Background: an optimization exercise with open tools, aiming at small area. Do not read the settings as production practice. The RTL was checked by simulation tests, not by an equivalence proof against the original design. Power and IR drop assume default switching activity.

==> flow/constraint.sdc <==
create_clock -name core_clock -period 10.0 [get_ports {clk}]
set_input_delay 2.0000 -clock core_clock [delete_from_list [all_inputs] [get_ports {clk}]]
set_output_delay 2.0000 -clock core_clock [all_outputs]
set_load 0.01 [all_outputs]
==> flow/flow/area4.abc <==
strash
dch
map -a
strash
dch
map -a
topo
==> flow/standard.sh <==
#!/bin/bash
# synth_recipe.tcl (not shown) runs the flow's synth.tcl, then flattens the netlist and writes it again
# the make line also repeats each setting of config.mk as NAME=value (left out here)
make -C /OpenROAD-flow-scripts/flow DESIGN_CONFIG=/design/flow/config.mk WORK_HOME=/design/flow/orfs CLKGATE_MAP_FILE= SYNTH_SCRIPT=/design/flow/synth_recipe.tcl "${@:-finish}"
==> flow/flow/area7.abc <==
&get -n
&st
&dc2
&syn3
&dch -f
&nf
&st
&dc2
&dch -f
&nf
&put
==> flow/flow/area5.abc <==
&get -n
&st
&syn2
&dch -f
&nf -R 1000 -p
&st
&syn2
&dch -f
&nf -p
&st
&dch -f
&nf -p
&put
==> flow/design.v <==
`timescale 1ns / 1ps
package rpm_pkg;
    localparam int SAMPLE_BITS = 12;
    localparam int MAX_WINDOW  = 1024;
    localparam int WIN_BITS    = 11;
    localparam int SUM_BITS    = 33;
    localparam int SQ_BITS     = 2 * SAMPLE_BITS;
    localparam int ROOT_BITS   = 17;
    localparam int GAIN_BITS   = 24;
    localparam int PROD_BITS   = ROOT_BITS + GAIN_BITS;
    localparam int CUR_BITS    = 16;
    localparam int VOLT_BITS   = 9;
    localparam int PWR_BITS    = 25;
    localparam int CFG_BITS    = 25;
    localparam int IDX_BITS    = 3;
    localparam logic [IDX_BITS-1:0] CFG_MIDPOINT = 3'd0;
    localparam logic [IDX_BITS-1:0] CFG_WINDOW   = 3'd1;
    localparam logic [IDX_BITS-1:0] CFG_GAIN     = 3'd2;
    localparam logic [IDX_BITS-1:0] CFG_FLOOR    = 3'd3;
    localparam logic [IDX_BITS-1:0] CFG_VOLTS    = 3'd4;
    localparam logic [IDX_BITS-1:0] CFG_LIMIT    = 3'd5;
    typedef enum logic [1:0] {
        KIND_SAMPLE  = 2'd0,
        KIND_BUTTON  = 2'd1,
        KIND_COMMAND = 2'd2,
        KIND_NONE    = 2'd3
    } kind_t;
    typedef struct packed {
        kind_t                kind;
        logic [SQ_BITS-1:0]   square;
        logic                 command_on;
    } entry_t;
    typedef struct packed {
        logic [SAMPLE_BITS-1:0] sample_midpoint;
        logic [WIN_BITS-1:0]    window_samples;
        logic [GAIN_BITS-1:0]   current_gain_q16;
        logic [CUR_BITS-1:0]    noise_floor_ma;
        logic [VOLT_BITS-1:0]   mains_volts;
        logic [PWR_BITS-1:0]    power_limit_mw;
    } cfg_t;
    typedef struct packed {
        logic                relay_on;
        logic                measure_valid;
        logic [CUR_BITS-1:0] current_ma;
        logic [PWR_BITS-1:0] power_mw;
        logic                overload_trip;
    } result_t;
    typedef struct packed {
        logic full;
        logic empty;
    } queue_status_t;
endpackage
`timescale 1ns / 1ps
module rms_power_monitor_overload_trip_unit (
    input  logic        clk,
    input  logic        rst_n,
    input  logic        cfg_we,
    input  logic [2:0]  cfg_index,
    input  logic [24:0] cfg_wdata,
    input  logic        s_tvalid,
    output logic        s_tready,
    input  logic [15:0] s_tdata,
    input  logic [1:0]  s_tuser,
    output logic        m_tvalid,
    input  logic        m_tready,
    output logic [47:0] m_tdata,
    output logic        m_tuser
);
    localparam logic [3:0] ST_RCLR = 4'd0;
    localparam logic [3:0] ST_IDLE = 4'd1;
    localparam logic [3:0] ST_P0   = 4'd2;
    localparam logic [3:0] ST_MUL  = 4'd3;
    localparam logic [3:0] ST_DIV  = 4'd4;
    localparam logic [3:0] ST_MULG = 4'd5;
    localparam logic [3:0] ST_FIX  = 4'd6;
    localparam logic [3:0] ST_POW  = 4'd7;
    localparam logic [3:0] ST_FIN  = 4'd8;
    logic [11:0] mid;
    logic [10:0] wsm;
    logic [23:0] gain;
    logic [15:0] flr;
    logic [8:0]  volts;
    logic [24:0] lim;
    logic [24:0] wd0, wd1;
    assign wd0 = cfg_wdata & {25{rst_n}};
    assign wd1 = cfg_wdata | {25{~rst_n}};
    always_ff @(posedge clk)
    begin
        if (!rst_n || (cfg_we && cfg_index == 3'd0))
            mid   <= {wd0[11], wd1[10:0]};
        if (!rst_n || (cfg_we && cfg_index == 3'd1))
            wsm   <= {wd0[10:7], wd1[6:5], wd0[4:3], wd1[2], wd0[1:0]};
        if (!rst_n || (cfg_we && cfg_index == 3'd2))
            gain  <= (cfg_wdata[23:0] & {24{rst_n}}) | (24'd570950 & {24{~rst_n}});
        if (!rst_n || (cfg_we && cfg_index == 3'd3))
            flr   <= (cfg_wdata[15:0] & {16{rst_n}}) | (16'd50 & {16{~rst_n}});
        if (!rst_n || (cfg_we && cfg_index == 3'd4))
            volts <= (cfg_wdata[8:0] & {9{rst_n}}) | (9'd230 & {9{~rst_n}});
        if (!rst_n || (cfg_we && cfg_index == 3'd5))
            lim   <= (cfg_wdata[24:0] & {25{rst_n}}) | (25'd2500000 & {25{~rst_n}});
    end
    logic [3:0]  state;
    logic [5:0]  ph;
    logic [5:0]  st;
    logic        relay;
    logic        mtv;
    logic        trip;
    logic [43:0] lp;
    logic [40:0] oc;
    logic dl, cy, bw, a1, a2, cls, cmp, wbd, ssat;
    logic hi, lo, pend, zd1;
    logic dsub, ssub;
    logic        lp0;
    logic        c43;
    logic [4:0]  kk;
    logic        win;
    logic        sbit, mbit, sw, aop, bop, dv, bout;
    logic        hit, addend;
    logic        wb;
    logic        w_zero, w_big;
    logic        ic_e, incb, ic_n, bc_e, bc_n, inc10, fbor;
    logic        gb, vb, cb;
    logic        fa_a, fa_b, fa_c, fa_s, fa_co;
    logic        sq_act, dv_act;
    logic        xd, xs, zs, ys, px;
    logic        lin;
    logic        d_first, d_last;
    logic        fb, lb, lt_n, gt_n;
    assign lp0 = lp[0];
    logic [5:0] st_inc;
    assign st_inc = st + 6'd1;
    logic p_lt16, p_lt17, p_lt18, p_lt19, p_lt24, p_lt25, p_le32, p_le33, p_le40, p_16_31;
    assign p_lt16  = ~ph[5] & ~ph[4];
    assign p_lt17  = p_lt16 | (ph == 6'd16);
    assign p_lt18  = p_lt16 | (ph[5:1] == 5'b01000);
    assign p_lt19  = p_lt18 | (ph == 6'd18);
    assign p_lt24  = ~ph[5] & ~(ph[4] & ph[3]);
    assign p_lt25  = p_lt24 | (ph == 6'd24);
    assign p_le32  = ~ph[5] | (ph == 6'd32);
    assign p_le33  = ~ph[5] | (ph[5:1] == 5'b10000);
    assign p_le40  = ~(ph[5] & ph[3] & (ph[2] | ph[1] | ph[0]));
    assign p_16_31 = ~ph[5] & ph[4];
    assign c43 = (ph == 6'd43);
    assign kk   = ph[4:0] - {1'b0, st[3:0]};
    assign win  = !ph[5] && !kk[4];
    always_comb
    begin
        sbit = 1'b0;
        mbit = 1'b0;
        if (win) case (kk[3:0])
            4'd0:  begin sbit = s_tdata[0];  mbit = mid[0];  end
            4'd1:  begin sbit = s_tdata[1];  mbit = mid[1];  end
            4'd2:  begin sbit = s_tdata[2];  mbit = mid[2];  end
            4'd3:  begin sbit = s_tdata[3];  mbit = mid[3];  end
            4'd4:  begin sbit = s_tdata[4];  mbit = mid[4];  end
            4'd5:  begin sbit = s_tdata[5];  mbit = mid[5];  end
            4'd6:  begin sbit = s_tdata[6];  mbit = mid[6];  end
            4'd7:  begin sbit = s_tdata[7];  mbit = mid[7];  end
            4'd8:  begin sbit = s_tdata[8];  mbit = mid[8];  end
            4'd9:  begin sbit = s_tdata[9];  mbit = mid[9];  end
            4'd10: begin sbit = s_tdata[10]; mbit = mid[10]; end
            4'd11: begin sbit = s_tdata[11]; mbit = mid[11]; end
            default: ;
        endcase
    end
    assign sw   = (state == ST_MUL) && hi;
    assign aop  = sw ? mbit : sbit;
    assign bop  = sw ? sbit : mbit;
    assign dv   = aop ^ bop ^ bw;
    assign bout = (~aop & bop) | (~(aop ^ bop) & bw);
    assign hit  = win && (kk[3:0] == st[3:0]);
    assign addend = hit ? dv : (a2 & dl);
    assign w_zero = (wsm == 11'd0);
    assign w_big  = wsm[10] && (wsm[9:0] != 10'd0);
    always_comb
    begin
        case (ph)
            6'd33: wb = w_zero | (wsm[0] & ~w_big);
            6'd34: wb = wsm[1] & ~w_big;
            6'd35: wb = wsm[2] & ~w_big;
            6'd36: wb = wsm[3] & ~w_big;
            6'd37: wb = wsm[4] & ~w_big;
            6'd38: wb = wsm[5] & ~w_big;
            6'd39: wb = wsm[6] & ~w_big;
            6'd40: wb = wsm[7] & ~w_big;
            6'd41: wb = wsm[8] & ~w_big;
            6'd42: wb = wsm[9] & ~w_big;
            6'd43: wb = wsm[10];
            default: wb = 1'b0;
        endcase
    end
    assign ic_e  = (ph == 6'd34) ? 1'b1 : bw;
    assign incb  = lp0 ^ ic_e;
    assign ic_n  = lp0 & ic_e;
    assign bc_e  = (ph == 6'd34) ? 1'b0 : cmp;
    assign bc_n  = (~incb & wbd) | (~(incb ^ wbd) & bc_e);
    assign inc10 = ic_n;
    assign fbor  = (~inc10 & wb) | (~(inc10 ^ wb) & bc_n);
    assign gb = p_lt24 ? gain[ph[4:0]] : 1'b0;
    always_comb
    begin
        case (st[3:0])
            4'd0:    vb = volts[8];
            4'd1:    vb = volts[7];
            4'd2:    vb = volts[6];
            4'd3:    vb = volts[5];
            4'd4:    vb = volts[4];
            4'd5:    vb = volts[3];
            4'd6:    vb = volts[2];
            4'd7:    vb = volts[1];
            default: vb = volts[0];
        endcase
    end
    assign cb = p_lt16 & ((d_first & lo) ? ssat : oc[0]);
    assign d_first = (st == 6'd0);
    assign d_last  = (st == 6'd32);
    assign dsub    = lo | d_first;
    assign ssub    = pend | (st == 6'd1);
    assign dv_act  = (state == ST_DIV) && (st != 6'd33) && !p_le32;
    assign sq_act  = (state == ST_DIV) && (st[0] || st == 6'd33) && p_lt19;
    assign xd = p_le33 ? ((d_first & ssat) | dl) : (d_first ? 1'b0 : dl);
    assign xs = (ph == 6'd0) ? lo : ((ph == 6'd1) ? hi : oc[18]);
    assign zs = (ph == 6'd2) ? pend : (p_lt18 ? zd1 : 1'b0);
    assign ys = (ph == 6'd0) ? ~ssub : ((ph == 6'd1) ? 1'b1 : (zs ^ ssub));
    assign px = (d_first || ph == 6'd0) ? 1'b0 : zd1;
    always_comb
    begin
        fa_a = 1'b0;
        fa_b = 1'b0;
        fa_c = cy;
        case (state)
            ST_MUL:
            begin
                fa_a = lp0;
                fa_b = addend;
                if (ph == 6'd0) fa_c = 1'b0;
            end
            ST_DIV:
            begin
                if (!p_le32)
                begin
                    fa_a = xd;
                    fa_b = wb ^ dsub;
                    if (ph == 6'd33) fa_c = dsub;
                end
                else
                begin
                    fa_a = xs;
                    fa_b = ys;
                    if (ph == 6'd0) fa_c = ssub;
                end
            end
            ST_MULG:
            begin
                fa_a = dl;
                fa_b = hi & gb;
                if (ph == 6'd0) fa_c = 1'b0;
            end
            ST_POW:
            begin
                fa_a = px;
                fa_b = vb & cb;
                if (ph == 6'd0) fa_c = 1'b0;
            end
            default: ;
        endcase
        fa_s  = fa_a ^ fa_b ^ fa_c;
        fa_co = (fa_a & fa_b) | (fa_c & (fa_a ^ fa_b));
    end
    always_comb
    begin
        lin = lp0;
        case (state)
            ST_RCLR: lin = 1'b0;
            ST_MUL:
            begin
                if (p_le33)       lin = fa_s;
                else if (st == 6'd0)   lin = cls ? 1'b0 : incb;
            end
            ST_DIV:
            begin
                if (st != 6'd33)
                begin
                    if (ph == 6'd0)        lin = 1'b0;
                    else if (p_le32)  lin = xd;
                    else                   lin = d_last ? 1'b0 : fa_s;
                end
            end
            ST_MULG: lin = (st == 6'd17) ? 1'b0 : fa_s;
            default: ;
        endcase
    end
    assign fb = flr[ph[3:0]];
    assign lb = p_lt25 ? lim[ph[4:0]] : 1'b0;
    assign lt_n = (~fa_s & fb) | (~(fa_s ^ fb) & cmp & (ph != 6'd16));
    assign gt_n = (~lb & fa_s) | (~(lb ^ fa_s) & cmp & (ph != 6'd0));
    always_ff @(posedge clk or negedge rst_n)
    begin
        if (!rst_n)
        begin
            state  <= ST_RCLR;
            ph     <= 6'd0;
            st     <= 6'd0;
            relay  <= 1'b0;
            mtv    <= 1'b0;
        end
        else
        begin
            ph <= c43 ? 6'd0 : ph + 6'd1;
            if (mtv && m_tready) mtv <= 1'b0;
            case (state)
                ST_RCLR:
                    if (c43) state <= ST_IDLE;
                ST_IDLE:
                    if (c43 && s_tvalid && !mtv)
                    begin
                        state <= ST_P0;
                        relay <= relay & ~(cls & cmp);
                        st    <= 6'd0;
                    end
                ST_P0:
                    if (c43) state <= (s_tuser == 2'd0) ? ST_MUL : ST_FIN;
                ST_MUL:
                    if (c43)
                    begin
                        st <= st_inc;
                        if (st == 6'd11)
                        begin
                            st    <= 6'd0;
                            state <= cls ? ST_DIV : ST_FIN;
                        end
                    end
                ST_DIV:
                    if (c43)
                    begin
                        st <= st_inc;
                        if (st == 6'd33)
                        begin
                            st    <= 6'd0;
                            state <= ST_MULG;
                        end
                    end
                ST_MULG:
                    if (c43)
                    begin
                        st <= st_inc;
                        if (st == 6'd17)
                        begin
                            st    <= 6'd0;
                            state <= ST_POW;
                        end
                    end
                ST_POW:
                    if (c43)
                    begin
                        st <= st_inc;
                        if (st == 6'd8)
                        begin
                            st    <= 6'd0;
                            state <= ST_FIN;
                        end
                    end
                ST_FIN:
                begin
                    state <= ST_IDLE;
                    mtv   <= 1'b1;
                    case (s_tuser)
                        2'd1:    relay <= ~relay;
                        2'd2:    relay <= s_tdata[12];
                        default: ;
                    endcase
                end
                default: state <= ST_IDLE;
            endcase
        end
    end
    always_ff @(posedge clk)
    begin
        lp  <= {lin, lp[43:1]};
        dl  <= (state == ST_MUL) ? dv : lp0;
        wbd <= wb;
        cy  <= fa_co;
        bw  <= c43 ? 1'b0 : (p_le32 ? bout : ic_n);
        a1  <= hit & dv;
        a2  <= c43 ? 1'b0 : (a2 | a1);
        zd1 <= (state == ST_POW) ? oc[16] : oc[0];
        if (state == ST_P0)
            cmp <= bc_n;
        else if (state == ST_MULG && st == 6'd17 && p_16_31)
            cmp <= lt_n;
        else if (state == ST_POW && st == 6'd8 && p_lt25)
            cmp <= gt_n;
        if (state == ST_P0 && ph == 6'd11) hi <= bout;
        if (state == ST_P0 && c43)         cls <= ~fbor & (s_tuser == 2'd0);
        if (state == ST_MUL && ph == 6'd33) ssat <= fa_s;
        if (state == ST_MUL)
        begin
            lo   <= 1'b0;
            pend <= 1'b0;
        end
        if (dv_act && c43)
        begin
            lo   <= ~fa_s;
            hi   <= lo;
        end
        if (sq_act && ph == 6'd18)
            pend <= ~fa_s;
        if (c43 && (state == ST_MULG || (state == ST_DIV && st == 6'd33)))
            hi <= (state == ST_MULG && st == 6'd16) ? pend : oc[0];
        if (state == ST_MULG && st == 6'd17)
        begin
            if (ph == 6'd32)      ssat <= fa_s;
            else if (!p_le32)     ssat <= ssat | fa_s;
            if (c43)              lo   <= ssat | cmp;
        end
        case (state)
            ST_P0:
                if (p_le40) oc <= {1'b0, oc[40:1]};
            ST_DIV:
                if (sq_act)
                begin
                    if (p_lt18) oc[17:0]  <= {zs, oc[17:1]};
                    oc[38:18] <= {fa_s, oc[38:19]};
                end
            ST_MULG:
                if (st == 6'd17)
                begin
                    if (p_16_31) oc[15:0] <= {fa_s, oc[15:1]};
                end
                else if (p_lt17)
                begin
                    oc[17:0] <= {oc[0], oc[17:1]};
                end
            ST_POW:
            begin
                if (p_lt16) oc[15:0] <= {cb, oc[15:1]};
                if (p_lt25) oc[40:16] <= {fa_s, oc[40:17]};
            end
            default: ;
        endcase
    end
    assign trip     = cls & cmp & relay;
    assign s_tready = (state == ST_FIN);
    assign m_tvalid = mtv;
    assign m_tdata  = {5'd0, trip, oc[40:16], oc[15:0], relay & ~trip};
    assign m_tuser  = cls;
endmodule
==> flow/flow/run.sh <==
#!/bin/bash
# Layout flow: the standard ORFS flow (standard.sh), with three changes
# to how the layout is made:
#  - synthesis: the same Yosys script, but with no adder extraction pass, and
#    ABC maps the logic with each of the area scripts flow/area*.abc (no
#    delay target), keeping the smallest result; flip-flops are mapped before
#    ABC, so they are the standard synthesis's (same names, count and types);
#  - port buffers are buf_1 cells;
#  - clock tree without dummy loads, with fewer, larger leaf buffers.
# Every tool writes its log under orfs/logs/ here; make's output goes to
# flow.log.
set -euo pipefail
here=$PWD
export AREA_ABC_SCRIPTS="$(ls $here/flow/area*.abc | tr '\n' ' ')"
export BUFFER_PORTS_ARGS="-buffer_cell sky130_fd_sc_hd__buf_1"
export CTS_ARGS="-sink_clustering_enable -repair_clock_nets -dont_use_dummy_load -buf_list sky130_fd_sc_hd__clkbuf_4 -sink_clustering_size 10 -sink_clustering_max_diameter 50"
sed -e "s#SYNTH_SCRIPT=[^ ]*#SYNTH_SCRIPT=$here/flow/synth_area.tcl ADDER_MAP_FILE=#" standard.sh > flow_standard.sh
grep -q "synth_area.tcl ADDER_MAP_FILE=" flow_standard.sh
bash flow_standard.sh > flow.log 2>&1
==> flow/config.mk <==
export PLATFORM = sky130hd
export DESIGN_NAME = rms_power_monitor_overload_trip_unit
export DESIGN_NICKNAME = rms_power_monitor_overload_trip_unit
export VERILOG_FILES = /design/flow/design.v
export SDC_FILE = /design/flow/constraint.sdc
export NUM_CORES = 4
export LEC_CHECK = 0
export CAP_MARGIN = 20
export CORE_MARGIN = 2
export CORE_UTILIZATION = 40
export SLEW_MARGIN = 20
==> flow/flow/area1.abc <==
&get -n
&st
&dch
&nf
&put
==> flow/flow/area3.abc <==
&get -n
&st
&syn2
&dch
&nf -R 1000
&st
&syn2
&dch
&nf
&st
&dch
&nf
&put
==> flow/flow/area9.abc <==
&get -n
&st
&synch2
&nf -R 1000
&st
&synch2
&nf -R 1000
&st
&synch2
&nf
&put
==> flow/flow/area2.abc <==
&get -n
&st
&syn2
&dch
&nf -R 1000
&st
&syn2
&dch
&nf
&put
==> flow/flow/synth_area.tcl <==
proc synth {args} { yosys synth -nofsm -noshare {*}$args }
# Same synthesis as synth_recipe.tcl, except the ABC step: the logic is mapped
# with each ABC script listed in $::env(AREA_ABC_SCRIPTS) (no delay target) and
# the mapping with the smallest cell area is kept. Flip-flops are mapped before
# ABC runs, so they are the same as the standard synthesis's.
proc abc_area_of {} {
  set f $::env(RESULTS_DIR)/abc_try_stat.txt
  set libs {}
  foreach l $::env(LIB_FILES) { lappend libs -liberty $l }
  yosys tee -q -o $f stat {*}$libs
  set fh [open $f r]
  set txt [read $fh]
  close $fh
  if { [regexp {Chip area for module[^:]*:\s*([0-9.eE+]+)} $txt -> a] } { return $a }
  return 1e30
}
proc abc {args} {
  set out {}
  set i 0
  while { $i < [llength $args] } {
    set a [lindex $args $i]
    if { $a eq "-script" } {
      incr i
    } elseif { $a eq "-D" } {
      incr i
    } else {
      lappend out $a
    }
    incr i
  }
  yosys design -save abc_pre
  set best ""
  set best_area 1e30
  foreach s $::env(AREA_ABC_SCRIPTS) {
    yosys design -load abc_pre
    yosys abc -script $s {*}$out
    yosys opt_clean
    set a [abc_area_of]
    puts "ABC script $s: area $a"
    if { $a < $best_area } {
      set best_area $a
      set best $s
    }
  }
  puts "ABC script kept: $best (area $best_area)"
  yosys design -load abc_pre
  yosys abc -script $best {*}$out
}
source $::env(SCRIPTS_DIR)/synth.tcl
# left out here: clear keep_hierarchy, flatten, clean up, hide names made inside functions, write 1_2_yosys.v
==> results of run 1 <==
## logic make-up after synthesis
family	after synthesis	share of synthesized area
xor+xnor	14	0.0174
buf+inv	22	0.0122
compound gates	178	0.136
other cells	1	0.000436
simple gates	255	0.150
mux	7	0.0113
fa+ha+maj	2	0.00232
flops	213	0.671
## power by group
group	internal [mW]	switching (mW)	total (mW)
Combinational	0.0230	0.0361	0.0591
Sequential	0.977	0.0129	0.990
Clock	0.119	0.258	0.378
Total	1.12	0.307	1.43
## synthesized netlist by cell type (6+ instances only)
| master | instances | share of area |
|---|---|---|
| edfxtp_1 | 142 | 0.50 |
| nor2_1 | 56 | 0.024 |
| dfxtp_1 | 53 | 0.12 |
| nand2_1 | 48 | 0.021 |
| o21ai_0 | 42 | 0.024 |
| a21oi_1 | 33 | 0.019 |
| and2_0 | 30 | 0.022 |
| nand2b_1 | 28 | 0.020 |
| nand3_1 | 28 | 0.016 |
| o22ai_1 | 24 | 0.017 |
| nor3_1 | 19 | 0.011 |
| dfrtp_1 | 18 | 0.052 |
| clkinv_1 | 16 | 0.0070 |
| nor2b_1 | 10 | 0.0073 |
| nor4_1 | 10 | 0.0073 |
| a31oi_1 | 8 | 0.0058 |
| o211ai_1 | 8 | 0.0070 |
| and3_1 | 7 | 0.0051 |
| o221ai_1 | 7 | 0.0071 |
| a22oi_1 | 6 | 0.0052 |
| buf_4 | 6 | 0.0052 |
| or3_1 | 6 | 0.0044 |
| xnor2_1 | 6 | 0.0061 |
| xor2_1 | 6 | 0.0061 |
## critical path: stages, from the launching register on
cell,delay [ns]
dfrtp_1,0.67
nand2b_1,0.14
maj3_1,0.43
maj3_1,0.46
xnor3_1,0.36
nor2_1,0.10
a211o_1,0.32
or3_1,0.33
mux2i_1,0.30
xnor2_1,0.16
mux2_1,0.31
o21ai_0,0.27
xor2_1,0.72
o211a_1,0.27
o31ai_1,0.07
## worst paths after layout
path                            startpoint      to  slack, ns  cells past startpoint
worst min register to register      lp[20]  lp[19]       0.33                      0
min in group asynchronous            rst_n   ph[4]       1.49                      2
worst min-delay path                lp[20]  lp[19]       0.33                      0
worst max register to register       st[0]     cmp       4.80                     14
worst max-delay path                 st[0]     cmp       4.80                     14
max in group asynchronous            rst_n   relay       8.03                      2
## flip-flops by register name (all words and copies together) (netlist names), 4 cells and up
name	count
wsm	11
volts	9
flr	16
gain	24
oc	41
state	4
st	6
mid	12
lim	25
ph	6
lp	44
## cell usage in the layout (no fill, tap or decap), types with 10 or more instances in the layout
cell	synthesis	routed
nand2b_1	28	28
o22ai_1	24	24
nor3_1	19	19
nor2b_1	10	10
clkbuf_4	0	26
nand3_1	28	28
edfxtp_1	142	142
o21ai_0	42	39
nand2_1	48	48
nor2_1	56	56
nor4_1	10	10
a21oi_1	33	33
buf_4	6	12
and2_0	30	30
dfxtp_1	53	53
clkinv_1	16	16
dfrtp_1	18	18
buf_1	0	92
## final cells by class
class | instances | area (sq um) | share of cell area
flip-flops and latches | 213 | 5780 | 0.603
repair buffers | 105 | 440 | 0.0460
clock buffers | 26 | 195 | 0.0204
inverters | 16 | 60.1 | 0.00627
well taps | 275 | 344 | 0.0359
multi-input cells | 461 | 2760 | 0.288
diodes | 1 | 2.50 | 0.000261
## layer usage
| layer | wire [microns] | track usage | up-vias |
|---|---|---|---|
| met1 | 9150 | 0.243 | 2839 |
| met5 | 0 | 0 | - |
| met3 | 1230 | 0.0288 | 44 |
| met2 | 9030 | 0.288 | 244 |
| li1 | - | - | 2902 |
| met4 | 550 | 0.0598 | 0 |
==> notes.md, run 1 <==
* Starting Density: 0.408
- Clock-pin slew was measured on the worst setup and hold paths at 0.10 ns.
- For this design the ratio of total power to cell area is 149 nW/um^2.
- In the final timing run, aggregate negative setup slack is 0 ns.
* Tightest Hold Check Type: flop to flop
- Fill cells: 2,008
* Routability-driven placement congestion ratio: 0.932
- Worst slew slack as a fraction of its limit: 0.419
- Max cap viols: 0
- Status: timing/DRC/antenna clean
- Root buffer cell: clkbuf_4
- For the pin with the worst max-slew slack, the measured transition is 0.865 ns.
- Post-Syn Area: 8610 sq um
* Final clock period utilization by the worst path: 0.520
- The floorplan step defined a die boundary enclosing 22,700 sq um.
- Average vias per placed instance: 5.50
* Total global routing overflow: 0
- Number of global-route vias before repair: 5,793
- Required time worst endpoint: 10.37 ns
* Antenna-violating nets left: 0
* CTS hold repair buffers: 0
- Worst setup slack after layout: 4.80 ns
* Sequential fraction of the synthesis area: 0.671
- The number of slew-limit violations in the final report is 0.
- In this run the standard cell core region covers 21,100 sq um.
* DRC violation count after routing: 0
- The die is 151 microns wide.
- Pleak: 3.09 nW
- The first global-routing pass estimated 31,200 microns of wire.
- Once layout is complete, the utilization of the core stands at 0.454.
* Number of placed I/O pins: 102
- The first detailed-routing pass ran for 5 iterations.
- Number of enable flip-flop cells after synthesis: 142
- Type of the worst setup path: flop to flop
- Floorplan row count: 53
* Minimum clock period: 5.20 ns
- In the final layout, the share of cells above drive strength 1 is 0.0536.
- Setup repair after global routing missed its margin: no
- The detailed router finished its first iteration with 481 violations.
- Summed over all layers, the routed wires come to 20,000 microns.
- In this run the cell area measured after placement is 9380 sq um.
- Aggregate global-route resource usage: 0.177
- Crit path DAT: 5.57 ns
* Critical path peak fanout: 14
- The final hold violation count is 0.
* Overall power after layout: 1.43 mW
* Synth async-reset ratio: 0.0845
- TritonCTS built the clock tree.
- The floorplan step set the die height to 151 microns.
* Clock insertion delay at the later pin of the skew report: 0.65 ns
- Post-Layout Inst Area: 9580 sq um
- Average instance area after synthesis: 12.4 sq um
- The net count of the finished layout is 874.
* Final-layout worst hold slack: 0.329 ns
- OpenSTA, run right after detailed placement, puts the worst setup slack at 4.50 ns.
- In this run the number of H-tree levels came out at 1.
* CP Launch Type: flop
* Worst IR drop on VDD: 0.0917 mV
- Entering global routing, the biggest net connects 68 pins.
- For this run, the leading register cell type out of synthesis is edfxtp_1.
* Yosys Warn Count: 1
- Cts bufs inserted: 26
- Number of synthesized register bits: 213
- STA classifies the critical path endpoint as a flop.
* Number of buffers inserted by port buffering: 93
- Once the clock tree was built, the setup fixing pass inserted 0 buffers.
* Setup Viol. Count Final: 0
* Non-filler instance count after layout: 1,097
- Total via count after detailed routing: 6,029
- CTS max path bufs: 3
- Number of antenna violations at the first check in global routing: 1
- Timing would allow up to 192 MHz.
- Post-cts repair resize count: 0
- In this run, placement finished with an instance count of 1,070.
- Area overhead of the layout relative to synthesis: 11.2%
- After detailed routing, the average wire length per cell comes to 18.2 microns.
- Clock tree skew after final layout: 0.0360 ns
* Count of mapped cells out of synthesis: 692
- Post-synthesis cell type count: 60
- Final HPWL from detailed placement: 13,800 microns
- Number of sinks on the clock net: 213
==> inputs of run 2 (changes only) <==
--- a/flow/design.v
+++ b/flow/design.v
@@ -108,5 +108,5 @@
     logic [43:0] lp;
     logic [40:0] oc;
-    logic dl, cy, bw, a1, a2, cls, cmp, wbd, ssat;
+    logic dl, cy, bw, a1, cls, cmp, ssat;
     logic hi, lo, pend, zd1;
     logic dsub, ssub;
@@ -170,5 +170,5 @@
     assign bout = (~aop & bop) | (~(aop ^ bop) & bw);
     assign hit  = win && (kk[3:0] == st[3:0]);
-    assign addend = hit ? dv : (a2 & dl);
+    assign addend = hit ? dv : (zd1 & dl);
     assign w_zero = (wsm == 11'd0);
     assign w_big  = wsm[10] && (wsm[9:0] != 10'd0);
@@ -194,5 +194,5 @@
     assign ic_n  = lp0 & ic_e;
     assign bc_e  = (ph == 6'd34) ? 1'b0 : cmp;
-    assign bc_n  = (~incb & wbd) | (~(incb ^ wbd) & bc_e);
+    assign bc_n  = (~incb & a1) | (~(incb ^ a1) & bc_e);
     assign inc10 = ic_n;
     assign fbor  = (~inc10 & wb) | (~(inc10 ^ wb) & bc_n);
@@ -379,10 +379,9 @@
         lp  <= {lin, lp[43:1]};
         dl  <= (state == ST_MUL) ? dv : lp0;
-        wbd <= wb;
         cy  <= fa_co;
         bw  <= c43 ? 1'b0 : (p_le32 ? bout : ic_n);
-        a1  <= hit & dv;
-        a2  <= c43 ? 1'b0 : (a2 | a1);
-        zd1 <= (state == ST_POW) ? oc[16] : oc[0];
+        a1  <= c43 ? 1'b0 : (p_le32 ? (hit & dv) : wb);
+        zd1 <= c43 ? 1'b0 : ((state == ST_MUL) ? (zd1 | a1) :
+                             ((state == ST_POW) ? oc[16] : oc[0]));
         if (state == ST_P0)
             cmp <= bc_n;
--- a/flow/config.mk
+++ b/flow/config.mk
@@ -9,3 +9,5 @@
 export CORE_MARGIN = 2
 export CORE_UTILIZATION = 40
+export GPL_ROUTABILITY_DRIVEN = 0
+export GPL_TIMING_DRIVEN = 0
 export SLEW_MARGIN = 20
==> run 2 against run 1 <==
Setup slack better by 0.21 ns. Via count up 0.45%. Sequential share of layout area down 0.76 points. Combinational power rose to 11 times the previous value. Sequential power up 33%. First-iteration DRC count down 5.8%. Flip-flop and latch count down 2. Clock power up 1%. Cell area up 0.57%. Final cell count about the same. Still clean on timing, DRC and antenna. Critical endpoint unchanged. Synthesized cell count unchanged. Clock skew up 0.020 ns.
==> notes.md, run 2 <==
- By area the synthesized netlist is led by edfxtp_1 (50%), dfxtp_1 (12%), dfrtp_1 (5.3%), o21ai_0 (3.4%), nand2b_1 (2.4%).
- Average vias per placed instance: 5.52
- Buffers inserted during clock tree synthesis total 27.
- Relative to the synthesized area, the layout overhead comes to 12.7%.
- The routed design could run at a clock period as short as 5.00 ns.
* Tightest Hold Check Type: flop to flop
- After detailed routing, the number of remaining DRC violations is 0.
- The mapped netlist covers 8550 sq um.
- Sequential Area: 5740 sq um
- The worst setup path is launched from a flop.
* CTS max path bufs: 3
- Setup Viol. Count Final: 0
- Pin count of the biggest net entering global routing: 36
* First-pass iteration count of the detailed router: 6
- Worst slew slack as a fraction of its limit: 0.300
- After synthesis, the most frequently instantiated cells are edfxtp_1 (142), o21ai_0 (58), dfxtp_1 (51), nor2_1 (51), nand2_1 (43).
- For this run, the number of Yosys warnings is 1.
- The clock drives 211 sinks.
- Register containing the most flip-flops in the final layout: lp
* Total global routing overflow: 0
* Aggregate global-route resource usage: 0.176
- Share of layout cells above drive strength 1: 0.0572
- Final clock period utilization by the worst path: 0.500
- Between clock sinks in the finished design, the worst skew comes to 0.0563 ns.
- Commonest cells after routing, fill and taps aside: edfxtp_1 (142), buf_1 (92), o21ai_0 (54), nor2_1 (51), dfxtp_1 (51)
- Antenna-violating nets left: 0
- Post-synthesis cell type count: 53
* Number of buffers inserted by port buffering: 93
- Synthesis produced a netlist whose cell count is 692.
* Worst IR drop on VDD: 0.0964 mV
* Length in cells of the worst reg-to-reg path: 13
- For this run, the register share of the synthesized area comes to 0.671.
- Total setup buffers inserted after CTS: 0
* Fill cells: 1,979
* Max cap viols: 0
- CTS built an H-tree with a depth of 1.
- Synth async-reset ratio: 0.0853
- Post-cts repair resize count: 0
- Detailed placement ended at an HPWL of 13,900 microns.
- TritonCTS built the clock tree.
* Vertical die dimension: 150 microns
- The largest registers in the layout are lp x44, oc x41, lim x25.
* Starting Density: 0.407
- Floorplan row count: 53
- The average instance in the mapped netlist occupies 12.4 sq um.
- Pleak: 3.28 nW
* Global-route wire length before repair: 30,900 microns
* Number of placed I/O pins: 102
* Overall die width: 150 microns
- Hold Fails Final Rpt: 0
* Number of enable flip-flop cells after synthesis: 142
- The number of slew-limit violations in the final report is 0.
- After routing, the total negative slack on setup checks comes to 0 ns.
- Total detailed-routing wirelength: 19,800 microns
* Routed WL per cell: 18.0 microns
- Non-filler instance count after layout: 1,098
* Floorplan die area: 22,600 sq um
- OpenSTA, run right after detailed placement, puts the worst setup slack at 4.90 ns.
- Total core area: 21,000 sq um
- Status: timing/DRC/antenna clean
- Ys flop type: edfxtp_1
* Power per unit of standard cell area: 244 nW/um^2
* Type of the worst setup path: flop to flop
* Crit path DAT: 5.39 ns
- Number of flip-flops in the largest register: 44
- Library cell with the highest instance count after synthesis: edfxtp_1
* Number of synthesized register bits: 211
* Clock insertion delay at the later pin of the skew report: 0.65 ns
* Cell type with the largest total area after synthesis: edfxtp_1
- The number of hold buffers added after CTS was 0.
- Setup slack closes at 5.00 ns.
* Area of the multi-input gates: 2810 sq um
* Root buffer cell: clkbuf_4
- Number of antenna violations at the first check in global routing: 1
- Once placement completed, the tool counted placed cells totaling 1,070.
- Worst Tran Pin Value: 1.04 ns
- The final layout contains 875 nets.
- The share of synthesized area in the top cell type comes to 0.499.
- Clock-pin slew on the worst setup and hold paths: 0.11 ns
* Leading cell type in the layout, fill and taps excluded: edfxtp_1
* Total via count after detailed routing: 6,056
- Along the worst hold path, the cell count comes to 0.
- Fmax: 200 MHz
- Critical path peak fanout: 18
- Required time worst endpoint: 10.40 ns
- Number of global-route vias before repair: 5,789
* Drt first-iter violations: 453
* Setup repair after global routing missed its margin: no
- STA classifies the critical path endpoint as a flop.
run 2: cell types whose count changed after synthesis, moves of 5 or more:
cell and delta:
o22ai_1 +9, nor2_1 -5, o21ai_0 +16, nand2b_1 +5, o221ai_1 -5, a221oi_1 -5, nand2_1 -5, clkinv_1 -6
run 2: layer usage:
layer,wire length [microns],part of all wire,vias up,GRT usage
li1,-,-,2897,-
met1,9000,0.45,2906,0.239
met2,9060,0.46,206,0.286
met3,1150,0.058,47,0.0294
met4,567,0.029,0,0.0623
met5,0,0,-,0
run 2: cell families after synthesis:
logic type	count (synthesis)	share of synthesized area
DFF	211	0.671
other	1	0.000439
buffers and inverters	16	0.00966
and+or+nand+nor	247	0.150
adders and majority gates	2	0.00234
muxes	8	0.00966
AOI/OAI and AO/OA	189	0.137
xor gates and xnor gates	18	0.0201
run 2: critical path, cell delays in order (launching register included):
cell      delay, ns
dfrtp_1        0.74
nand2b_1       0.19
maj3_1         0.45
o21ai_0        0.39
xnor3_1        0.34
a21boi_0       0.17
or4_1          0.59
a21oi_1        0.20
xnor2_1        0.14
mux2_1         0.32
a21oi_1        0.35
xor2_1         0.50
o211ai_1       0.17
a31o_1         0.22
run 2: final timing paths:
path	to	startpoint	slack [ns]
max	cmp	st[0]	5.00
min	lp[5]	lp[6]	0.32
max reg2reg	cmp	st[0]	5.00
min reg2reg	lp[5]	lp[6]	0.32
max in group asynchronous	state[0]	rst_n	8.01
min in group asynchronous	ph[1]	rst_n	1.76
run 2: through the flow:
step	hold WS [ns]	util	power (mW)	instance area, sq um
2_1_floorplan	0.310	-	1.74	8560
3_3_place_gp	0.312	0.440	1.97	9260
3_5_place_dp	0.312	0.448	1.99	9430
4_1_cts	0.332	0.458	2.37	9630
5_1_grt	0.339	0.458	2.50	9630
6_report	0.323	0.458	2.35	9630
run 2: area by class of cell:
cell class | count | area share
diodes | 1 | 0.000260
plain buffers | 6 | 0.00468
well taps | 275 | 0.0357
multi-input cells | 469 | 0.292
repair buffers | 99 | 0.0473
flip-flops and latches | 211 | 0.595
inverters | 10 | 0.00390
clock buffers | 27 | 0.0210
run 2: power by group:
part / total [mW] / switching, mW / internal [mW] / leakage (nW)
Combinational: 0.646 / 0.419 / 0.227 / 1.11
Clock: 0.383 / 0.259 / 0.124 / 0.124
Sequential: 1.32 / 0.128 / 1.20 / 2.04
==> inputs of run 3 (changes only) <==
--- a/flow/config.mk
+++ b/flow/config.mk
@@ -9,5 +9,3 @@
 export CORE_MARGIN = 2
 export CORE_UTILIZATION = 40
-export GPL_ROUTABILITY_DRIVEN = 0
-export GPL_TIMING_DRIVEN = 0
 export SLEW_MARGIN = 20
==> run 3 against run 2 <==
Still clean. Critical path depth did not move. Maximum frequency fell by 1.7%. Final cell count barely moved. Sequential power barely moved. Global-route usage rose by 0.21 points.
==> notes.md, run 3 <==
- Status: timing/DRC/antenna clean
- The initial utilization of the core area, before any placement, comes to 0.407.
- TritonCTS built the clock tree.
- At the worst endpoint, the required time is 10.37 ns.
- Vertical die dimension: 150 microns
- Including well taps, the total number of placed cells is 1,072.
- VDD sags by at most 0.0895 mV.
- Total core area: 21,000 sq um
- Antenna-violating nets left: 0
- For this run, the slowest stage of the critical path takes 0.76 ns.
* Minimum clock period: 5.08 ns
* Number of synthesized register bits: 211
- Commonest cells in the synthesized netlist: edfxtp_1 (142), o21ai_0 (58), dfxtp_1 (51), nor2_1 (51), nand2_1 (43)
- Detailed placement finished with a half-perimeter wire length of 14,100 microns.
* Number of antenna violations at the first check in global routing: 1
* Number of max-slew violations in the final report: 0
- In this run the power spent charging and discharging nets is 0.801 mW.
- Area overhead of the layout relative to synthesis: 11.7%
- Average instance area after synthesis: 12.4 sq um
- Max cap viols: 0
- Total global routing overflow: 0
- Across the routed clock network, the largest skew measured is 0.0710 ns.
- Setup repair after global routing missed its margin: no
- Proportion of power drawn by flip-flops and latches: 0.564
- Of the total power, combinational logic draws 0.277.
- Clk network pwr share: 0.159
* Clock insertion delay at the later pin of the skew report: 0.65 ns
* Yosys Warn Count: 1
- Register containing the most flip-flops in the final layout: lp
- Leaving out fill and tap cells, the most frequent cell in the layout is edfxtp_1.
* Cell type with the largest total area after synthesis: edfxtp_1
- In the final layout, the registers with the most flip-flops are lp x44, oc x41, lim x25.
- Commonest cells after routing, fill and taps aside: edfxtp_1 (142), buf_1 (92), o21ai_0 (55), nor2_1 (51), dfxtp_1 (51)
* Setup Viol. Count Final: 0
- The number of global-route vias before repair was 5,800.
* Fmax: 197 MHz
- In this run the core area contains 53 standard-cell rows.
- Counting every sink on the clock net gives 211.
* Number of buffers inserted by port buffering: 93
- Post-Syn Area: 8550 sq um
* Root buffer cell: clkbuf_4
- The net count of the finished layout is 876.
- Buffers inserted to repair hold after CTS numbered 0.
* Most frequent cell on the critical path: a21oi_1
- Dividing the detail-routed via count by the number of cells gives 5.49.
- Of the synthesized area, sequential elements account for 0.671.
- Global-route wire length before repair: 31,300 microns
- The clock passes through at most 3 buffers.
* Hold Fails Final Rpt: 0
* Clock-pin slew on the worst setup and hold paths: 0.12 ns
- Setup TNS after final layout: 0 ns
- The final layout contains routed wiring with a total length of 19,900 microns.
* Aggregate global-route resource usage: 0.178
* Number of flip-flops in the largest register: 44
* Worst Tran Pin Value: 0.937 ns
- Counting flops with a built-in enable in the synthesized netlist gives 142.
- The slowest stage of the critical path is the dfrtp_1 cell.
- Synth async-reset ratio: 0.0853
- The first routing iteration left 438 violations.
* Total setup buffers inserted after CTS: 0
- The internal power of the cells totals 1.54 mW.
- For this run, design rule violations remaining after detail routing come to 0.
- Walking the worst path, the cells encountered are nand2b_1 > maj3_1 > o21ai_0 > xnor3_1 > a21boi_0 > or4_1 > a21oi_1 > xnor2_1 > mux2_1 > a21oi_1 > xor2_1 > o211ai_1 > a31o_1.
- Measured against its own limit, the worst slew margin works out to 0.369.
- Critical path peak fanout: 18
- 102 I/O pins were placed.
- Of the post-synthesis cell area, the dominant cell type holds 0.499.
- Total via count after detailed routing: 6,038
* Overall power after layout: 2.35 mW
* Post-synthesis cell type count: 53
* Leading cell types by total area after synthesis: edfxtp_1 (50%), dfxtp_1 (12%), dfrtp_1 (5.3%), o21ai_0 (3.4%), nand2b_1 (2.4%)
* Non-filler instance count after layout: 1,099
* Count of mapped cells out of synthesis: 692
- In this run the worst hold path is classified as flop to flop.
- Type of the worst setup path: flop to flop
- Library cell with the highest instance count after synthesis: edfxtp_1
- The die covers 22,600 sq um.
- Routed WL per cell: 18.1 microns
- Routability-driven placement congestion ratio: 0.893
- STA classifies the critical path startpoint as a flop.
- Of the available clock period, the critical path in the final layout requires 0.508.
- Crit path DAT: 5.45 ns
- Ys flop type: edfxtp_1
- Power per unit of standard cell area: 246 nW/um^2
* Proportion of total power due to net switching: 0.342
- Post-cts repair resize count: 0
- First-pass iteration count of the detailed router: 5
* Pin count of the biggest net entering global routing: 46
- Share of layout cells above drive strength 1: 0.0547
- TritonCTS created 26 clock buffers.
- Overall die width: 150 microns
- For this design the static power due to leakage is 3.25 nW.
- Depth of the CTS H-tree: 1
- STA classifies the critical path endpoint as a flop.
[run 3: cell counts after synthesis]
Identical to the previous run, type by type.
[run 3: per-stage QoR]
stage                     cell area, sq um  hold slack (ns)   util  setup WS, ns
after floorplan                       8560            0.310      -          5.51
after global placement                9340            0.312  0.444          4.99
after detailed placement              9350            0.312  0.445          4.92
after CTS                             9550            0.314  0.454          4.96
after global routing                  9550            0.329  0.454          4.57
final                                 9550            0.306  0.454          4.92
[run 3: cell type report]
| class | count | area [sq um] |
|---|---|---|
| diodes | 1 | 2.50 |
| flip-flops and latches | 211 | 5740 |
| repair buffers | 107 | 455 |
| multi-input cells | 469 | 2780 |
| well taps | 275 | 344 |
| fillers | 1959 | 11500 |
| inverters | 10 | 37.5 |
| clock buffers | 26 | 195 |
[run 3: worst paths after layout]
kind / start / endpoint / slack (ns) / depth (start not counted)
max in group asynchronous: rst_n / st[2] / 7.80 / 2
worst max-delay path: st[0] / cmp / 4.92 / 13
worst max register to register: st[0] / cmp / 4.92 / 13
worst min register to register: lp[10] / lp[9] / 0.31 / 0
min in group asynchronous: rst_n / ph[4] / 1.33 / 1
worst min-delay path: lp[10] / lp[9] / 0.31 / 0
[run 3: kinds of logic (layout without fill, tap and decap cells)]
logic type      after synthesis  after routing  share of synthesized area
other cells                   1              6                   0.000439
simple gates                247            247                      0.150
flops                       211            211                      0.671
fa+ha+maj                     2              2                    0.00234
buf+inv                      16            143                    0.00966
mux                           8              8                    0.00966
xor+xnor                     18             18                     0.0201
compound gates              189            189                      0.137
[run 3: routing by layer]
| metal | up-vias | wire length (microns) | global-route usage | part of all wire |
|---|---|---|---|---|
| met5 | - | 0 | 0 | 0 |
| met4 | 0 | 698 | 0.0689 | 0.035 |
| met3 | 54 | 1060 | 0.0300 | 0.053 |
| met2 | 190 | 9190 | 0.287 | 0.46 |
| met1 | 2902 | 8930 | 0.241 | 0.45 |
| li1 | 2892 | - | - | - |
[run 3: power groups by stage]
stage	combinational, mW	sequential (mW)	clock [mW]
after floorplan	0.384	1.35	0
after global placement	0.632	1.34	0
after detailed placement	0.646	1.34	0
after CTS	0.647	1.33	0.390
after global routing	0.721	1.35	0.420
final	0.649	1.32	0.373
[run 3: critical path: cells and delay by family (launching register included)]
kind            cells  cell delay, ns
simple gates        2            0.78
fa+ha+maj           1            0.45
flops               1            0.76
compound gates      6            1.47
xor+xnor            3            1.00
mux                 1            0.33
==> inputs of run 4 (changes only) <==
--- a/flow/config.mk
+++ b/flow/config.mk
@@ -8,4 +8,4 @@
 export CAP_MARGIN = 20
 export CORE_MARGIN = 2
-export CORE_UTILIZATION = 40
+export CORE_UTILIZATION = 60
 export SLEW_MARGIN = 20
==> run 4 against run 3 <==
Still clean. Critical path depth is the same. Non-clock buffer count shrank 2. Core utilization grew 22 points. Sequential share of layout area grew 0.85 points. Combinational power grew 0.8%. Largest cell class unchanged.
==> notes.md, run 4 <==
* Minimum clock period: 5.03 ns
- The floorplan step defined a core boundary enclosing 13,900 sq um.
- Critical path peak fanout: 18
* Leading cell types by total area after synthesis: edfxtp_1 (50%), dfxtp_1 (12%), dfrtp_1 (5.3%), o21ai_0 (3.4%), nand2b_1 (2.4%)
- Leading cell type in the layout, fill and taps excluded: edfxtp_1
* Total setup buffers inserted after CTS: 0
- Worst slew slack as a fraction of its limit: 0.343
* Post-Syn Area: 8550 sq um
- Post-synthesis cell type count: 53
- At the end of routability-driven placement, the weighted congestion stood at 0.922.
- The die covers 15,200 sq um.
* CTS hold repair buffers: 0
- Total global routing overflow: 0
- Ys flop type: edfxtp_1
- Share of layout cells above drive strength 1: 0.0535
- Setup repair after global routing missed its margin: no
- Number of antenna violations at the first check in global routing: 1
* Kind of capture point of the worst setup path: flop
- TritonCTS built the clock tree.
- Final clock period utilization by the worst path: 0.503
- Net total in the final layout: 875
- Average vias per placed instance: 6.13
- Non-filler instance count after layout: 1,003
- DRC violation count after routing: 0
- edfxtp_1 takes more of the synthesized area than any other cell.
* Type of the worst setup path: flop to flop
* Final design utilization: 0.678
- The root buffer cell chosen for the clock tree is clkbuf_4.
- Overall die width: 123 microns
- Post-Layout Inst Area: 9420 sq um
* Library cell with the highest instance count after synthesis: edfxtp_1
* Commonest cells in the synthesized netlist: edfxtp_1 (142), o21ai_0 (58), dfxtp_1 (51), nor2_1 (51), nand2_1 (43)
- Pleak: 3.24 nW
* Clock tree skew after final layout: 0.114 ns
* Number of placed I/O pins: 102
* CTS max path bufs: 3
- Yosys Warn Count: 1
- Area overhead of the layout relative to synthesis: 10.2%
- The run finished with no timing, DRC or antenna violations.
* Number of sinks on the clock net: 211
- Power per unit of standard cell area: 251 nW/um^2
- Required time worst endpoint: 10.45 ns
- A synthesized cell averages 12.4 sq um.
- The initial utilization of the core area, before any placement, comes to 0.616.
- Sequential fraction of the synthesis area: 0.671
* Floorplan row count: 43
- Buffers placed on the I/O ports in this run total 93.
- Antenna-violating nets left: 0
* Final HPWL from detailed placement: 14,800 microns
- Depth of the CTS H-tree: 1
- On the final layout, the worst hold slack is 0.300 ns.
- For the pin with the worst max-slew slack, the measured transition is 0.985 ns.
* Worst IR drop on VDD: 0.142 mV
- Total via count after detailed routing: 6,146
- Vertical die dimension: 123 microns
- Tightest Hold Check Type: flop to flop
- Clock insertion delay at the later pin of the skew report: 0.67 ns
- The number of slew-limit violations in the final report was 0.
* Routed WL per cell: 20.6 microns
- CP Launch Type: flop
- Register containing the most flip-flops in the final layout: lp
- Cts bufs inserted: 27
- Count of mapped cells out of synthesis: 692
* Number of global-route vias before repair: 5,769
- Largest registers: lp x44, oc x41, lim x25
* Drt first-iter violations: 573
- Once the clock tree was built, the resizer swapped 0 gates to a different size.
* Placed Cells incl. Taps: 975
- Max cap viols: 0
- After synthesis, the share of flip-flops with an asynchronous set or reset is 0.0853.
* First-pass iteration count of the detailed router: 5
- Portion of synthesized cell area occupied by the leading cell type: 0.499
- Number of flip-flops in the largest register: 44
- Leaving out fill and tap cells, the most frequent cells in the layout are edfxtp_1 (142), buf_1 (92), o21ai_0 (54), nor2_1 (51), dfxtp_1 (51).
- Across every metal layer, demand over resource in global routing totals 0.272.
* Setup Viol. Count Final: 0
* Crit path DAT: 5.48 ns
- Derived from the worst setup path, the maximum achievable clock frequency is 199 MHz.
* Placed cell area: 9200 sq um
- The first global-routing pass estimated 31,200 microns of wire.
- After routing, the total negative slack on setup checks comes to 0 ns.
- Hold Fails Final Rpt: 0
* Total detailed-routing wirelength: 20,700 microns
- Clock-pin slew on the worst setup and hold paths: 0.10 ns
* Number of enable flip-flop cells after synthesis: 142
- Pin count of the biggest net entering global routing: 39
* Number of synthesized register bits: 211
run 4: cell families after synthesis:
group / share of synthesized area
buf+inv: 0.00966
mux: 0.00966
simple gates: 0.150
flops: 0.671
xor+xnor: 0.0201
other cells: 0.000439
compound gates: 0.137
fa+ha+maj: 0.00234
run 4: critical path, cell delays in order, from the launching register on:
cell	delay (ns)
dfrtp_1	0.76
nand2b_1	0.20
maj3_1	0.46
o21ai_0	0.41
xnor3_1	0.35
a21boi_0	0.16
or4_1	0.59
a21oi_1	0.19
xnor2_1	0.12
mux2_1	0.32
a21oi_1	0.33
xor2_1	0.56
a31oi_1	0.08
a311o_1	0.34
run 4: final timing paths:
| check | start | endpoint | slack, ns | depth (start not counted) |
|---|---|---|---|---|
| setup / recovery | st[0] | lp[43] | 4.97 | 13 |
| hold / removal | lp[43] | lp[42] | 0.30 | 0 |
| setup reg to reg | st[0] | lp[43] | 4.97 | 13 |
| hold reg to reg | lp[43] | lp[42] | 0.30 | 0 |
| max in group asynchronous | rst_n | st[2] | 8.24 | 2 |
| min in group asynchronous | rst_n | ph[5] | 1.35 | 2 |
run 4: metal layers:
metal / track usage / vias to the layer above / routed length, microns
li1: - / 2900 / -
met1: 0.368 / 2961 / 8530
met2: 0.457 / 250 / 10300
met3: 0.0424 / 35 / 1330
met4: 0.0845 / 0 / 482
met5: 0 / - / 0
run 4: power breakdown:
group / internal (mW) / switching [mW] / leakage [nW]
Combinational: 0.226 / 0.428 / 1.08
Sequential: 1.20 / 0.134 / 2.04
Clock: 0.124 / 0.252 / 0.124
Total: 1.55 / 0.814 / 3.24
run 4: final cells by class:
type	count	area [sq um]
Sequential cell	211	5740
Fill cell	1065	4460
Multi-Input combinational cell	469	2770
Timing Repair Buffer	105	440
Tap cell	180	225
Clock buffer	27	203
Inverter	10	37.5
Antenna cell	1	2.50
run 4: through the flow:
step           setup WS, ns  power (mW)
2_1_floorplan          5.51        1.74
3_3_place_gp           4.92        1.97
3_5_place_dp           4.86        2.00
4_1_cts                5.00        2.37
5_1_grt                4.73        2.50
6_report               4.97        2.36
==> inputs of run 5 (changes only) <==
--- a/flow/flow/run.sh
+++ b/flow/flow/run.sh
@@ -14,5 +14,5 @@
 export AREA_ABC_SCRIPTS="$(ls $here/flow/area*.abc | tr '\n' ' ')"
 export BUFFER_PORTS_ARGS="-buffer_cell sky130_fd_sc_hd__buf_1"
-export CTS_ARGS="-sink_clustering_enable -repair_clock_nets -dont_use_dummy_load -buf_list sky130_fd_sc_hd__clkbuf_4 -sink_clustering_size 10 -sink_clustering_max_diameter 50"
+export CTS_ARGS="-sink_clustering_enable -repair_clock_nets -dont_use_dummy_load -buf_list sky130_fd_sc_hd__clkbuf_4 -sink_clustering_size 12 -sink_clustering_max_diameter 50"
 sed -e "s#SYNTH_SCRIPT=[^ ]*#SYNTH_SCRIPT=$here/flow/synth_area.tcl ADDER_MAP_FILE=#" standard.sh > flow_standard.sh
 grep -q "synth_area.tcl ADDER_MAP_FILE=" flow_standard.sh
--- a/flow/config.mk
+++ b/flow/config.mk
@@ -8,4 +8,4 @@
 export CAP_MARGIN = 20
 export CORE_MARGIN = 2
-export CORE_UTILIZATION = 60
+export CORE_UTILIZATION = 40
 export SLEW_MARGIN = 20
==> run 5 against run 4 <==
Still clean. Synthesized area did not move. Sequential share of layout area fell by 0.76 points. Routed wire length shrank 3.8%. Register-to-register slack about the same. Non-clock buffer count up 2. Global-route usage fell by 9.5 points. Total power down 1.2%. Critical path type unchanged. Largest cell class unchanged. Largest power group unchanged.
==> notes.md, run 5 <==
- The root buffer cell chosen for the clock tree is clkbuf_4.
* CTS max path bufs: 3
* Vertical die dimension: 150 microns
* DRC violation count after routing: 0
- Post-synthesis cell type count: 53
* Average instance area after synthesis: 12.4 sq um
* Portion of synthesized cell area occupied by the leading cell type: 0.499
- First-pass iteration count of the detailed router: 5
* Leading cell type in the layout, fill and taps excluded: edfxtp_1
- Fill cells: 1,962
* Floorplan row count: 53
* Number of synthesized register bits: 211
- The worst register-to-register path begins at st[0].
- The clock reaches the later pin of the worst-skew pair after 0.65 ns.
- Floorplan die area: 22,600 sq um
* Number of sinks on the clock net: 211
- Crit path DAT: 5.41 ns
- Kind of capture point of the worst setup path: flop
- Sorting the synthesized cells by area gives the leading types as edfxtp_1 (50%), dfxtp_1 (12%), dfrtp_1 (5.3%), o21ai_0 (3.4%), nand2b_1 (2.4%).
* Critical path peak fanout: 18
- After the last flow step, the layout net total stands at 874.
- The cell count after synthesis came out at 692.
- Internal cell power: 1.53 mW
* Drt first-iter violations: 419
- Antenna-violating nets left: 0
* Setup repair after global routing missed its margin: no
- Number of flip-flops in the largest register: 44
* Number of max-slew violations in the final report: 0
* Number of antenna violations at the first check in global routing: 1
* Cell type with the largest total area after synthesis: edfxtp_1
* Post-cts repair resize count: 0
- Commonest cells after routing, fill and taps aside: edfxtp_1 (142), buf_1 (92), o21ai_0 (55), nor2_1 (51), dfxtp_1 (51)
* Depth of the CTS H-tree: 1
* Area overhead of the layout relative to synthesis: 11.5%
* Total via count after detailed routing: 5,996
- Final clock period utilization by the worst path: 0.502
- Across the VDD grid, the largest voltage drop is 0.0877 mV.
- The startpoint identified for the worst hold timing path is lp[40].
* Pin count of the biggest net entering global routing: 46
- Number of buffers inserted by port buffering: 93
* Yosys Warn Count: 1
- Status: timing/DRC/antenna clean
* Hold Fails Final Rpt: 0
- Commonest cells in the synthesized netlist: edfxtp_1 (142), o21ai_0 (58), dfxtp_1 (51), nor2_1 (51), nand2_1 (43)
- The critical path starts at st[0].
- Measured along the x axis, the die boundary spans 150 microns.
- For this run, asynchronously set or reset flops after synthesis account for 0.0853.
- After detailed routing, the total wire length is 19,900 microns.
* Register containing the most flip-flops in the final layout: lp
* Total setup buffers inserted after CTS: 0
- Starting Density: 0.407
* Average vias per placed instance: 5.47
- Routability-driven placement congestion ratio: 0.893
- Pleak: 3.24 nW
* Worst slew slack as a fraction of its limit: 0.366
* Routed WL per cell: 18.1 microns
- In this run, CTS created clock tree buffers numbering 24.
- Power per unit of standard cell area: 245 nW/um^2
- Buffers inserted to repair hold after CTS numbered 0.
- Proportion of power drawn by flip-flops and latches: 0.568
- Data on the critical path is required at its endpoint by 10.39 ns.
* Aggregate global-route resource usage: 0.178
* Sequential fraction of the synthesis area: 0.671
- Fmax: 199 MHz
- Minimum clock period: 5.02 ns
- The share of total power dissipated in the clock network is 0.154.
* Switching pwr: 0.797 mW
* Proportion of total power due to net switching: 0.342
- Post-Syn Area: 8550 sq um
- Setup TNS after final layout: 0 ns
- On the final layout, the worst clock skew is 0.0893 ns.
- Global-route wire length before repair: 31,200 microns
* Total core area: 21,000 sq um
- The worst setup path is of the flop to flop kind.
* Overall power after layout: 2.33 mW
* Tightest Hold Check Type: flop to flop
- Max cap viols: 0
- The share of total power dissipated in combinational logic is 0.278.
- Global routing finished with a remaining overflow of 0.
- Largest registers: lp x44, oc x41, lim x25
- TritonCTS built the clock tree.
* Setup Viol. Count Final: 0
- Clock-pin slew was measured on the worst setup and hold paths at 0.12 ns.
- Number of enable flip-flop cells after synthesis: 142
- Ys flop type: edfxtp_1
* CP Launch Type: flop
- The number of global-route vias before repair was 5,779.
- Worst Tran Pin Value: 0.942 ns
- Final HPWL from detailed placement: 14,100 microns
- Library cell with the highest instance count after synthesis: edfxtp_1
* Number of placed I/O pins: 102
* Sequential Area: 5740 sq um
- In the final layout, the multi-input gates occupy 2780 sq um.
- Share of layout cells above drive strength 1: 0.0524
[run 5: path summary, 6_finish.rpt]
| path | end | slack, ns | depth (start not counted) |
|---|---|---|---|
| min in group asynchronous | ph[3] | 1.31 | 1 |
| worst max register to register | cmp | 4.98 | 13 |
| worst min-delay path | lp[39] | 0.32 | 0 |
| worst min register to register | lp[39] | 0.32 | 0 |
| max in group asynchronous | st[3] | 7.75 | 2 |
| worst max-delay path | cmp | 4.98 | 13 |
[run 5: power by group through the flow]
| stage | clock [mW] | combinational (mW) | sequential, mW |
|---|---|---|---|
| final | 0.359 | 0.649 | 1.32 |
| after global routing | 0.408 | 0.721 | 1.35 |
| after global placement | 0 | 0.632 | 1.34 |
| after floorplan | 0 | 0.384 | 1.35 |
| after detailed placement | 0 | 0.646 | 1.34 |
| after CTS | 0.375 | 0.647 | 1.33 |
[run 5: cell families (layout without fill, tap and decap cells)]
| logic type | count (synthesis) | count (layout) | synth area share |
|---|---|---|---|
| buf+inv | 16 | 141 | 0.00966 |
| flops | 211 | 211 | 0.671 |
| other cells | 1 | 6 | 0.000439 |
| fa+ha+maj | 2 | 2 | 0.00234 |
| mux | 8 | 8 | 0.00966 |
| simple gates | 247 | 247 | 0.150 |
| compound gates | 189 | 189 | 0.137 |
| xor+xnor | 18 | 18 | 0.0201 |
[run 5: area by class of cell]
cell class	count	area share
clock buffer	24	0.0189
multi-input combinational	469	0.292
antenna	1	0.000262
inverter	10	0.00394
timing repair buffer	107	0.0478
sequential	211	0.601
tap	275	0.0361
[run 5: per-layer routing]
layer / track usage / part of all wire
met5: 0 / 0
met3: 0.0330 / 0.054
met4: 0.0670 / 0.035
met2: 0.286 / 0.46
met1: 0.240 / 0.45
[run 5: stage by stage]
step	utilization	hold slack, ns	instance area [sq um]	instances	setup slack [ns]
after floorplan	-	0.310	8560	696	5.51
after global placement	0.444	0.312	9340	1072	4.99
after detailed placement	0.445	0.312	9350	1072	4.92
after CTS	0.453	0.340	9530	1096	5.00
after global routing	0.454	0.339	9540	1097	4.63
final	0.454	0.318	9540	1097	4.98
[run 5: critical path, cell delays in order (launching register included)]
cell      delay [ns]
dfrtp_1         0.76
nand2b_1        0.21
maj3_1          0.45
o21ai_0         0.39
xnor3_1         0.33
a21boi_0        0.16
or4_1           0.58
a21oi_1         0.21
xnor2_1         0.14
mux2_1          0.32
a21oi_1         0.30
xor2_1          0.52
o211ai_1        0.18
a31o_1          0.23
==> inputs of run 6 (changes only) <==
--- a/flow/config.mk
+++ b/flow/config.mk
@@ -8,4 +8,4 @@
 export CAP_MARGIN = 20
 export CORE_MARGIN = 2
-export CORE_UTILIZATION = 40
+export CORE_UTILIZATION = 60
 export SLEW_MARGIN = 20
==> run 6 against run 5 <==
Highest routed layer unchanged. Flip-flop and latch count stayed put. Critical path depth stayed put. Setup slack worse by 0.076 ns. Via count is 3.2% higher. Synthesized area stayed put. Sequential share of layout area is 0.86 points higher. Still clean. Synthesized cell count stayed put. Largest cell class unchanged. Cell area is 1.4% lower. Clock skew is 0.011 ns lower.
==> notes.md, run 6 <==
* Final HPWL from detailed placement: 14,800 microns
- Across all register-to-register paths, the minimum setup slack is 4.90 ns.
- Number of sinks on the clock net: 211
- Total detailed-routing wirelength: 20,700 microns
- Count of mapped cells out of synthesis: 692
- Pin placement for this block handled 102 I/O pins.
- Critical path peak fanout: 18
* Tightest Hold Check Type: flop to flop
* Post-Syn Area: 8550 sq um
- Counting flops with an async set or reset pin after synthesis yields a share of 0.0853.
- Worst Tran Pin Value: 0.968 ns
- Average vias per placed instance: 6.18
* Number of enable flip-flop cells after synthesis: 142
* Cell type with the largest total area after synthesis: edfxtp_1
- CTS hold repair buffers: 0
- Commonest cells after routing, fill and taps aside: edfxtp_1 (142), buf_1 (92), o21ai_0 (54), nor2_1 (51), dfxtp_1 (51)
* Status: timing/DRC/antenna clean
- Of the synthesized area, sequential elements account for 0.671.
* Leading cell types by total area after synthesis: edfxtp_1 (50%), dfxtp_1 (12%), dfrtp_1 (5.3%), o21ai_0 (3.4%), nand2b_1 (2.4%)
* Post-synthesis cell type count: 53
- For this run, the detailed router's first-pass iteration total came to 5.
* Largest registers: lp x44, oc x41, lim x25
- The completed layout was analyzed and its total power is 2.35 mW.
- Starting Density: 0.616
* Number of synthesized register bits: 211
- CTS placed an instance of clkbuf_4 at the clock tree root.
- Data arrives at the worst endpoint at 5.49 ns.
* Total global routing overflow: 0
- Yosys Warn Count: 1
- The count of buffers added on input and output ports is 93.
- Aggregate global-route resource usage: 0.274
- The worst setup path is launched from a flop.
- Summing all placed instances gives a cell area of 9200 sq um.
- Entering global routing, the biggest net connects 39 pins.
* Number of global-route vias before repair: 5,798
- DRC violation count after routing: 0
- In this run the remaining antenna-violating nets after routing total 0.
- After detailed routing, the average wire length per cell comes to 20.6 microns.
* Setup repair after global routing missed its margin: no
* Kind of capture point of the worst setup path: flop
* Post-Layout Inst Area: 9400 sq um
- Counting I/O delays and the setup requirement, the final critical path takes 5.10 ns.
* Total setup buffers inserted after CTS: 0
* Portion of synthesized cell area occupied by the leading cell type: 0.499
- Power spread over the standard cell area amounts to 250 nW/um^2.
- Global-route wire length before repair: 31,300 microns
* Leading cell type in the layout, fill and taps excluded: edfxtp_1
* Max cap viols: 0
- Library cell with the highest instance count after synthesis: edfxtp_1
- Area overhead of the layout relative to synthesis: 9.98%
- At the worst endpoint, the required time is 10.39 ns.
* Hold Fails Final Rpt: 0
- The critical path is of the flop to flop type.
- For the final database, setup skew stands at 0.0784 ns.
* Floorplan row count: 43
* Worst slew slack as a fraction of its limit: 0.355
* Commonest cells in the synthesized netlist: edfxtp_1 (142), o21ai_0 (58), dfxtp_1 (51), nor2_1 (51), nand2_1 (43)
- Counting the buffers created by CTS gives 25.
- Vertical die dimension: 123 microns
- The register with the most flip-flops in the layout has 44 of them.
- Overall die width: 123 microns
- TritonCTS built the clock tree.
- Summed over all cells, the static leakage comes to 3.23 nW.
- Routability-driven placement congestion ratio: 0.922
- The final layout contains 873 nets.
- The register with the most flip-flops in the final layout is lp.
- Dividing the final minimum period by the clock period gives 0.510.
- The total area inside the core boundary comes to 13,900 sq um.
* Total via count after detailed routing: 6,186
- Clock-pin slew on the worst setup and hold paths: 0.11 ns
- Fmax: 196 MHz
* Worst IR drop on VDD: 0.140 mV
- Average instance area after synthesis: 12.4 sq um
- The detailed router finished its first iteration with 537 violations.
- Depth of the CTS H-tree: 1
- Clock insertion delay at the later pin of the skew report: 0.65 ns
- Number of antenna violations at the first check in global routing: 1
- The die covers 15,200 sq um.
* Setup TNS after final layout: 0 ns
- In the synthesized netlist the dominant register cell turns out to be edfxtp_1.
- The clock passes through at most 3 buffers.
- Post-cts repair resize count: 0
- Setup violations remaining at the end of the flow were counted as 0.
- Share of layout cells above drive strength 1: 0.0512
- Number of max-slew violations in the final report: 0
run 6: cell counts after synthesis:
Identical to the previous run, type by type.
run 6: cells by family after synthesis:
| group | after synthesis | synth area share |
|---|---|---|
| mux | 8 | 0.00966 |
| fa+ha+maj | 2 | 0.00234 |
| compound gates | 189 | 0.137 |
| flops | 211 | 0.671 |
| xor+xnor | 18 | 0.0201 |
| simple gates | 247 | 0.150 |
| other cells | 1 | 0.000439 |
| buf+inv | 16 | 0.00966 |
run 6: worst paths after layout:
path                       startpoint      to  cells after the start
setup / recovery                st[0]     cmp                     13
hold / removal                 lp[30]  lp[29]                      0
setup reg to reg                st[0]     cmp                     13
hold reg to reg                lp[30]  lp[29]                      0
max in group asynchronous       rst_n   st[2]                      2
min in group asynchronous       rst_n   ph[5]                      2
run 6: metal layers:
layer / global-route usage / vias to the layer above / routed length [microns]
li1: - / 2886 / -
met4: 0.0888 / 0 / 527
met3: 0.0452 / 38 / 1320
met1: 0.364 / 3004 / 8490
met2: 0.461 / 258 / 10300
met5: 0 / - / 0
run 6: final cells by class:
type,count,area (sq um)
Antenna cell,1,2.50
Clock buffer,25,188
Fill cell,1067,4480
Inverter,10,37.5
Multi-Input combinational cell,469,2770
Sequential cell,211,5740
Tap cell,180,225
Timing Repair Buffer,105,440
run 6: stage by stage:
step | util | setup slack, ns | cells | hold WS [ns]
3_5_place_dp | 0.663 | 4.86 | 975 | 0.312
2_1_floorplan | - | 5.51 | 696 | 0.310
3_3_place_gp | 0.663 | 4.92 | 975 | 0.310
4_1_cts | 0.676 | 4.91 | 1000 | 0.289
6_report | 0.677 | 4.90 | 1001 | 0.286
5_1_grt | 0.677 | 4.67 | 1001 | 0.290
run 6: where the power goes:
group          switching [mW]  total [mW]  internal [mW]
registers               0.134        1.33           1.20
clock network           0.250       0.365          0.115
logic                   0.431       0.658          0.227
total                   0.815        2.35           1.54
run 6: critical path, stage by stage (launching register included):
cell	delay, ns
dfrtp_1	0.77
nand2b_1	0.20
maj3_1	0.46
o21ai_0	0.41
xnor3_1	0.35
a21boi_0	0.16
or4_1	0.58
a21oi_1	0.19
xnor2_1	0.12
mux2_1	0.32
a21oi_1	0.32
xor2_1	0.55
o211ai_1	0.19
a31o_1	0.23

## static timing again, ports no longer ideal
Ports are ideal in the flow. The routed layouts listed here were re-timed in OpenROAD. Step 1 assumes that a clkbuf_16 drives the clock port and a buf_2 every other input. Step 2 times the ports against the registers' clock, not the clock port: input delays grow and output delays shrink by t, the midpoint of the rising clock arrivals with the driver on. a / b / c = no drivers / after step 1 / after step 2; a / b = the first two.
run	t (ns)	slack for setup (ns)
run 1	0.667	4.797 / 4.797 / 4.489
run 2	0.657	5.004 / 5.004 / 4.866
run 3	0.651	4.917 / 4.917 / 4.845
run 4	0.654	4.968 / 4.968 / 4.885
run 5	0.643	4.979 / 4.979 / 4.897
run 6	0.652	4.903 / 4.903 / 4.852
After both steps setup and hold are still met in every run listed.
